Context: an optimization exercise on an open-source flow, tuned for small area, a short achievable clock period and few clock cycles per item. The choices shown serve that exercise and are no tape-out recipe. Power is estimated from default activity; no workload was simulated.

Setup of old:
==> flow/design.v <==
module muldiv_unit #(
  parameter int XLEN = 32
) (
  input  logic            clk_i,
  input  logic            rst_i,
  input  logic            flush_i,
  input  logic            valid_i,
  output logic            ready_o,
  input  logic [2:0]      op_i,
  input  logic [XLEN-1:0] rs1_i,
  input  logic [XLEN-1:0] rs2_i,
  input  logic [4:0]      rd_addr_i,
  output logic            valid_o,
  input  logic            ready_i,
  output logic [XLEN-1:0] result_o,
  output logic [4:0]      rd_addr_o
);
  localparam logic [1:0] F_EMPTY = 2'd0;
  localparam logic [1:0] F_RAW   = 2'd1;
  localparam logic [1:0] F_ABS   = 2'd2;
  localparam logic [1:0] E_IDLE = 2'd0;
  localparam logic [1:0] E_ITER = 2'd1;
  localparam logic [1:0] E_F1   = 2'd2;
  localparam logic [1:0] E_F2   = 2'd3;
  function automatic logic [4:0] msb_pos(input logic [31:0] x);
    logic [15:0] y16;
    logic [7:0]  y8;
    logic [3:0]  y4;
    logic [1:0]  y2;
    logic [4:0]  p;
    p[4] = |x[31:16];
    y16  = p[4] ? x[31:16] : x[15:0];
    p[3] = |y16[15:8];
    y8   = p[3] ? y16[15:8] : y16[7:0];
    p[2] = |y8[7:4];
    y4   = p[2] ? y8[7:4] : y8[3:0];
    p[1] = |y4[3:2];
    y2   = p[1] ? y4[3:2] : y4[1:0];
    p[0] = y2[1];
    msb_pos = p;
  endfunction
  function automatic logic [4:0] tz_cnt(input logic [31:0] x);
    logic [31:0] rev;
    for (int i = 0; i < 32; i++) rev[i] = x[31-i];
    tz_cnt = ~msb_pos(rev);
  endfunction
  logic [1:0]  fst_q;
  logic [2:0]  fop_q;
  logic [4:0]  frd_q;
  logic [31:0] fa_q;     
  logic [31:0] fb_q;     
  logic [4:0]  fpa_q, fpb_q;
  logic        fza_q, fzb_q;
  logic        fneg_q;
  logic        fcin_q;   
  logic [1:0]  est_q;
  logic [2:0]  op_q;
  logic [4:0]  rd_q;
  logic [33:0] r_q;      
  logic [33:0] c_q;      
  logic        ci_q;     
  logic [31:0] m_q;      
  logic [31:0] x_q;      
  logic [4:0]  cnt_q;    
  logic [1:0]  j_q;      
  logic        neg_q;    
  logic        lo_q;     
  logic        cin_q;    
  logic        ready_q;
  logic        vo_q;
  logic [31:0] res_q;
  logic [4:0]  rdo_q;
  assign ready_o   = ready_q;
  assign valid_o   = vo_q;
  assign result_o  = res_q;
  assign rd_addr_o = rdo_q;
  logic accept;
  assign accept = valid_i & ready_q & ~flush_i;
  logic is_mul;
  assign is_mul = ~op_q[2];
  logic        sa_en, sb_en, na, nb;
  logic [31:0] abs_a, abs_b;
  always_comb begin
    sa_en = (fop_q == 3'd0) | (fop_q == 3'd1) | (fop_q == 3'd2) | (fop_q == 3'd4) | (fop_q == 3'd6);
    sb_en = (fop_q == 3'd0) | (fop_q == 3'd1) | (fop_q == 3'd4) | (fop_q == 3'd6);
    na    = sa_en & fa_q[31];
    nb    = sb_en & fb_q[31];
    abs_a = na ? (~fa_q + 32'd1) : fa_q;
    abs_b = nb ? (~fb_q + 32'd1) : fb_q;
  end
  logic        f_mul;
  logic        a_le_b;
  logic [4:0]  pm;
  logic [4:0]  dsh;
  always_comb begin
    f_mul  = ~fop_q[2];
    a_le_b = (fpa_q <= fpb_q);
    pm     = a_le_b ? fpa_q : fpb_q;
    dsh    = fpa_q - fpb_q;
  end
  localparam int W = 42;
  logic [W-1:0] pp [8];
  logic [W-1:0] acs, acc;
  logic [W-1:0] s1, c1, s2, c2, s3, c3, s4, c4, s5, c5, s6, c6, s7, c7, s8, c8;
  logic [8:0]   low9;
  always_comb begin
    acs = {{(W-34){1'b0}}, r_q};
    acc = {{(W-34){1'b0}}, c_q};
    for (int i = 0; i < 8; i++) begin
      pp[i] = {W{x_q[i]}} & ({{(W-32){1'b0}}, m_q} << i);
    end
    s1 = acs ^ acc ^ pp[0];
    c1 = ((acs & acc) | (acs & pp[0]) | (acc & pp[0])) << 1;
    s2 = pp[1] ^ pp[2] ^ pp[3];
    c2 = ((pp[1] & pp[2]) | (pp[1] & pp[3]) | (pp[2] & pp[3])) << 1;
    s3 = pp[4] ^ pp[5] ^ pp[6];
    c3 = ((pp[4] & pp[5]) | (pp[4] & pp[6]) | (pp[5] & pp[6])) << 1;
    s4 = s1 ^ c1 ^ s2;
    c4 = ((s1 & c1) | (s1 & s2) | (c1 & s2)) << 1;
    s5 = c2 ^ s3 ^ c3;
    c5 = ((c2 & s3) | (c2 & c3) | (s3 & c3)) << 1;
    s6 = s4 ^ c4 ^ s5;
    c6 = ((s4 & c4) | (s4 & s5) | (c4 & s5)) << 1;
    s7 = s6 ^ c6 ^ c5;
    c7 = ((s6 & c6) | (s6 & c5) | (c6 & c5)) << 1;
    s8 = s7 ^ c7 ^ pp[7];
    c8 = ((s7 & c7) | (s7 & pp[7]) | (c7 & pp[7])) << 1;
    low9 = {1'b0, s8[7:0]} + {1'b0, c8[7:0]} + {8'd0, ci_q};
  end
  logic [33:0] add_s;
  always_comb begin
    add_s  = r_q + c_q + {33'd0, ci_q};
  end
  logic [34:0] t1;       
  logic [35:0] d3a, d3b, d3s, d3c;
  logic [35:0] t3;       
  logic        q1, q0;
  logic [33:0] dnext;
  always_comb begin
    t1  = {1'b0, r_q} + {c_q, 1'b1} + 35'd1;
    d3a = {1'b1, c_q, 1'b1};
    d3b = {2'b11, c_q};
    d3s = {2'b00, r_q} ^ d3a ^ d3b;
    d3c = ((({2'b00, r_q} & d3a) | ({2'b00, r_q} & d3b) | (d3a & d3b)) << 1) | 36'd1;
    t3  = d3s + d3c + 36'd1;
    q1  = ~t1[34];
    q0  = q1 ? ~t3[35] : ~add_s[33];
    if (q1) dnext = q0 ? t3[33:0] : t1[33:0];
    else    dnext = q0 ? add_s : r_q;
  end
  logic [63:0] fsrc;
  logic [63:0] fsh;
  logic [31:0] fres;
  always_comb begin
    fsrc = lo_q ? {r_q[31:0], x_q} : {32'd0, r_q[31:0]};
    fsh  = fsrc >> {j_q, 3'b000};
    fres = (fsh[31:0] ^ {32{neg_q}}) + {31'd0, neg_q & cin_q};
  end
  logic [1:0]  fst_d, est_d;
  logic        vo_d;
  logic        fix_done;
  logic        eng_load;
  always_comb begin
    fix_done = (est_q == E_F2) & (~vo_q | ready_i);
    eng_load = (fst_q == F_ABS) & ((est_q == E_IDLE) | fix_done);
    fst_d = fst_q;
    if (fst_q == F_RAW) fst_d = F_ABS;
    if (eng_load) fst_d = F_EMPTY;
    if (accept) fst_d = F_RAW;
    if (flush_i) fst_d = F_EMPTY;
    est_d = est_q;
    case (est_q)
      E_ITER: if (cnt_q == 5'd0) est_d = is_mul ? E_F1 : E_F2;
      E_F1:   est_d = E_F2;
      E_F2:   if (fix_done) est_d = E_IDLE;
      default: est_d = est_q;
    endcase
    if (eng_load) begin
      if (f_mul) est_d = (fza_q | fzb_q) ? E_F2 : E_ITER;
      else       est_d = (fzb_q | fza_q | (fpa_q < fpb_q)) ? E_F2 : E_ITER;
    end
    if (flush_i) est_d = E_IDLE;
    vo_d = vo_q;
    if (ready_i) vo_d = 1'b0;
    if (fix_done) vo_d = 1'b1;
    if (flush_i) vo_d = 1'b0;
  end
  always_ff @(posedge clk_i) begin
    if (rst_i) begin
      fst_q   <= F_EMPTY;
      est_q   <= E_IDLE;
      vo_q    <= 1'b0;
      ready_q <= 1'b1;
    end else begin
      fst_q   <= fst_d;
      est_q   <= est_d;
      vo_q    <= vo_d;
      ready_q <= (fst_d == F_EMPTY) |
                 ((fst_d == F_ABS) & ((est_d == E_IDLE) | ((est_d == E_F2) & ~vo_d)));
    end
  end
  always_ff @(posedge clk_i) begin
    if (fix_done) begin
      res_q <= fres;
      rdo_q <= rd_q;
    end
  end
  always_ff @(posedge clk_i) begin
    if (accept) begin
      fop_q <= op_i;
      frd_q <= rd_addr_i;
      fa_q  <= rs1_i;
      fb_q  <= rs2_i;
    end else if (fst_q == F_RAW) begin
      fa_q   <= abs_a;
      fb_q   <= abs_b;
      fpa_q  <= msb_pos(abs_a);
      fpb_q  <= msb_pos(abs_b);
      fza_q  <= (fa_q == 32'd0);
      fzb_q  <= (fb_q == 32'd0);
      if (~fop_q[2] & (fop_q != 3'd0)) begin
        fcin_q <= (fa_q == 32'd0) | (fb_q == 32'd0) | ((6'(tz_cnt(fa_q)) + 6'(tz_cnt(fb_q))) >= 6'd32);
      end else begin
        fcin_q <= 1'b1;
      end
      if (~fop_q[2]) fneg_q <= na ^ nb;
      else if (fop_q[1]) fneg_q <= na;
      else fneg_q <= (na ^ nb) & (fb_q != 32'd0);
    end
  end
  always_ff @(posedge clk_i) begin
    if (eng_load) begin
      op_q  <= fop_q;
      rd_q  <= frd_q;
      neg_q <= fneg_q;
      cin_q <= fcin_q;
      if (f_mul) begin
        ci_q  <= 1'b0;
        r_q   <= '0;
        c_q   <= '0;
        m_q   <= a_le_b ? fb_q : fa_q;
        x_q   <= (fza_q | fzb_q) ? 32'd0 : (a_le_b ? fa_q : fb_q);
        cnt_q <= {3'd0, pm[4:3]};
        j_q   <= ~pm[4:3];
        lo_q  <= (fop_q[1:0] == 2'd0);
      end else begin
        r_q   <= {2'b00, fa_q};
        c_q   <= ~{2'b00, fb_q << {dsh[4:1], 1'b0}};
        ci_q  <= 1'b1;
        j_q   <= 2'd0;
        lo_q  <= ~fop_q[1];
        x_q   <= fzb_q ? 32'hFFFF_FFFF : 32'd0;
        cnt_q <= {1'b0, dsh[4:1]};
      end
    end else begin
      case (est_q)
        E_ITER: begin
          cnt_q <= cnt_q - 5'd1;
          if (is_mul) begin
            r_q  <= s8[41:8];
            c_q  <= c8[41:8];
            ci_q <= low9[8];
            x_q  <= {low9[7:0], x_q[31:8]};
          end else begin
            r_q <= dnext;
            x_q <= {x_q[29:0], q1, q0};
            c_q <= {2'b11, c_q[33:2]};
          end
        end
        E_F1: begin
          r_q <= add_s;
        end
        default: ;
      endcase
    end
  end
endmodule
Settings: LEC_CHECK=0, CAP_MARGIN=20, CORE_MARGIN=2, CORE_UTILIZATION=40, SLEW_MARGIN=20; clock period 12.0 ns.
standard.sh (not shown) runs the stock make flow with config.mk's settings and CLKGATE_MAP_FILE= SYNTH_SCRIPT=/design/flow/synth_recipe.tcl, a recipe that flattens the netlist after the stock synthesis.
==> flow/flow/run.sh <==
#!/bin/bash
set -euo pipefail
export SETUP_SLACK_MARGIN=8
bash standard.sh > standard_flow.log 2>&1
[inputs] new vs old
--- a/flow/design.v
+++ b/flow/design.v
@@ -38,22 +38,16 @@
     y2   = p[1] ? y4[3:2] : y4[1:0];
     p[0] = y2[1];
     msb_pos = p;
   endfunction
-  function automatic logic [4:0] tz_cnt(input logic [31:0] x);
-    logic [31:0] rev;
-    for (int i = 0; i < 32; i++) rev[i] = x[31-i];
-    tz_cnt = ~msb_pos(rev);
-  endfunction
   logic [1:0]  fst_q;
   logic [2:0]  fop_q;
   logic [4:0]  frd_q;
   logic [31:0] fa_q;     
   logic [31:0] fb_q;     
   logic [4:0]  fpa_q, fpb_q;
   logic        fza_q, fzb_q;
   logic        fneg_q;
-  logic        fcin_q;   
   logic [1:0]  est_q;
   logic [2:0]  op_q;
   logic [4:0]  rd_q;
   logic [33:0] r_q;      
@@ -63,10 +57,8 @@
   logic [31:0] x_q;      
   logic [4:0]  cnt_q;    
   logic [1:0]  j_q;      
   logic        neg_q;    
-  logic        lo_q;     
-  logic        cin_q;    
   logic        ready_q;
   logic        vo_q;
   logic [31:0] res_q;
   logic [4:0]  rdo_q;
@@ -149,13 +141,26 @@
     else    dnext = q0 ? add_s : r_q;
   end
   logic [63:0] fsrc;
   logic [63:0] fsh;
+  logic [31:0] fval;
+  logic [31:0] lomask;
+  logic        lo_zero;
+  logic        fcin;
   logic [31:0] fres;
   always_comb begin
-    fsrc = lo_q ? {r_q[31:0], x_q} : {32'd0, r_q[31:0]};
-    fsh  = fsrc >> {j_q, 3'b000};
-    fres = (fsh[31:0] ^ {32{neg_q}}) + {31'd0, neg_q & cin_q};
+    fsrc    = (op_q == 3'd0) ? {r_q[31:0], x_q} : {32'd0, r_q[31:0]};
+    fsh     = fsrc >> {j_q, 3'b000};
+    lomask  = ~(32'hFFFF_FFFF << {j_q, 3'b000});
+    lo_zero = (x_q == 32'd0) & ((r_q[31:0] & lomask) == 32'd0);
+    if (is_mul) begin
+      fval = fsh[31:0];
+      fcin = (op_q == 3'd0) | lo_zero;
+    end else begin
+      fval = op_q[1] ? r_q[31:0] : x_q;
+      fcin = 1'b1;
+    end
+    fres = (fval ^ {32{neg_q}}) + {31'd0, neg_q & fcin};
   end
   logic [1:0]  fst_d, est_d;
   logic        vo_d;
   logic        fix_done;
@@ -217,13 +222,8 @@
       fpa_q  <= msb_pos(abs_a);
       fpb_q  <= msb_pos(abs_b);
       fza_q  <= (fa_q == 32'd0);
       fzb_q  <= (fb_q == 32'd0);
-      if (~fop_q[2] & (fop_q != 3'd0)) begin
-        fcin_q <= (fa_q == 32'd0) | (fb_q == 32'd0) | ((6'(tz_cnt(fa_q)) + 6'(tz_cnt(fb_q))) >= 6'd32);
-      end else begin
-        fcin_q <= 1'b1;
-      end
       if (~fop_q[2]) fneg_q <= na ^ nb;
       else if (fop_q[1]) fneg_q <= na;
       else fneg_q <= (na ^ nb) & (fb_q != 32'd0);
     end
@@ -232,24 +232,20 @@
     if (eng_load) begin
       op_q  <= fop_q;
       rd_q  <= frd_q;
       neg_q <= fneg_q;
-      cin_q <= fcin_q;
       if (f_mul) begin
         ci_q  <= 1'b0;
         r_q   <= '0;
         c_q   <= '0;
         m_q   <= a_le_b ? fb_q : fa_q;
         x_q   <= (fza_q | fzb_q) ? 32'd0 : (a_le_b ? fa_q : fb_q);
         cnt_q <= {3'd0, pm[4:3]};
         j_q   <= ~pm[4:3];
-        lo_q  <= (fop_q[1:0] == 2'd0);
       end else begin
         r_q   <= {2'b00, fa_q};
         c_q   <= ~{2'b00, fb_q << {dsh[4:1], 1'b0}};
         ci_q  <= 1'b1;
-        j_q   <= 2'd0;
-        lo_q  <= ~fop_q[1];
         x_q   <= fzb_q ? 32'hFFFF_FFFF : 32'd0;
         cnt_q <= {1'b0, dsh[4:1]};
       end
     end else begin
Notes after the runs:
Per the comparison of new with old, combinational fraction of design power increased 1.8 points, synthesized area increased about 2.8%. On net load switching power, new does worse than old. new vs old: worst setup slack before clock tree synthesis up in new. STATUS worst setup slack: new wins against old. new vs old: post-route cell area up slightly. From new to old, accumulated negative setup slack did not move at all.
No functional check of the RTL was part of any run of this note.

static timing again, ports no longer ideal:
No port has a modelled driver above. Below, the same layouts with a new extraction and two added sets of constraints. Step 1 sets driving cells, clkbuf_16 on the clock port and buf_2 on the other inputs (assumed; they add their load-dependent delay and slew). Step 2 adds t to the input delays and takes it off the output delays; t is the mean of the earliest and latest rising clock arrival at the registers after step 1. Input paths then give back, and output paths get back, about the clock's delay inside the block. Slacks: ideal ports / drivers / drivers and shift; pairs: ideal ports / drivers.
| run | t, ns | setup slack, ns | cell pins on the clock port's net |
|---|---|---|---|
| old | 0.635 | 7.461 / 7.461 / 7.229 | 1 |
| new | 0.631 | 7.509 / 7.509 / 7.427 | 1 |
After both steps setup and hold are still met in every run listed. For old, which loses most, drivers alone change the setup slack by 0.000 ns; drivers and shift together by -0.232 ns.
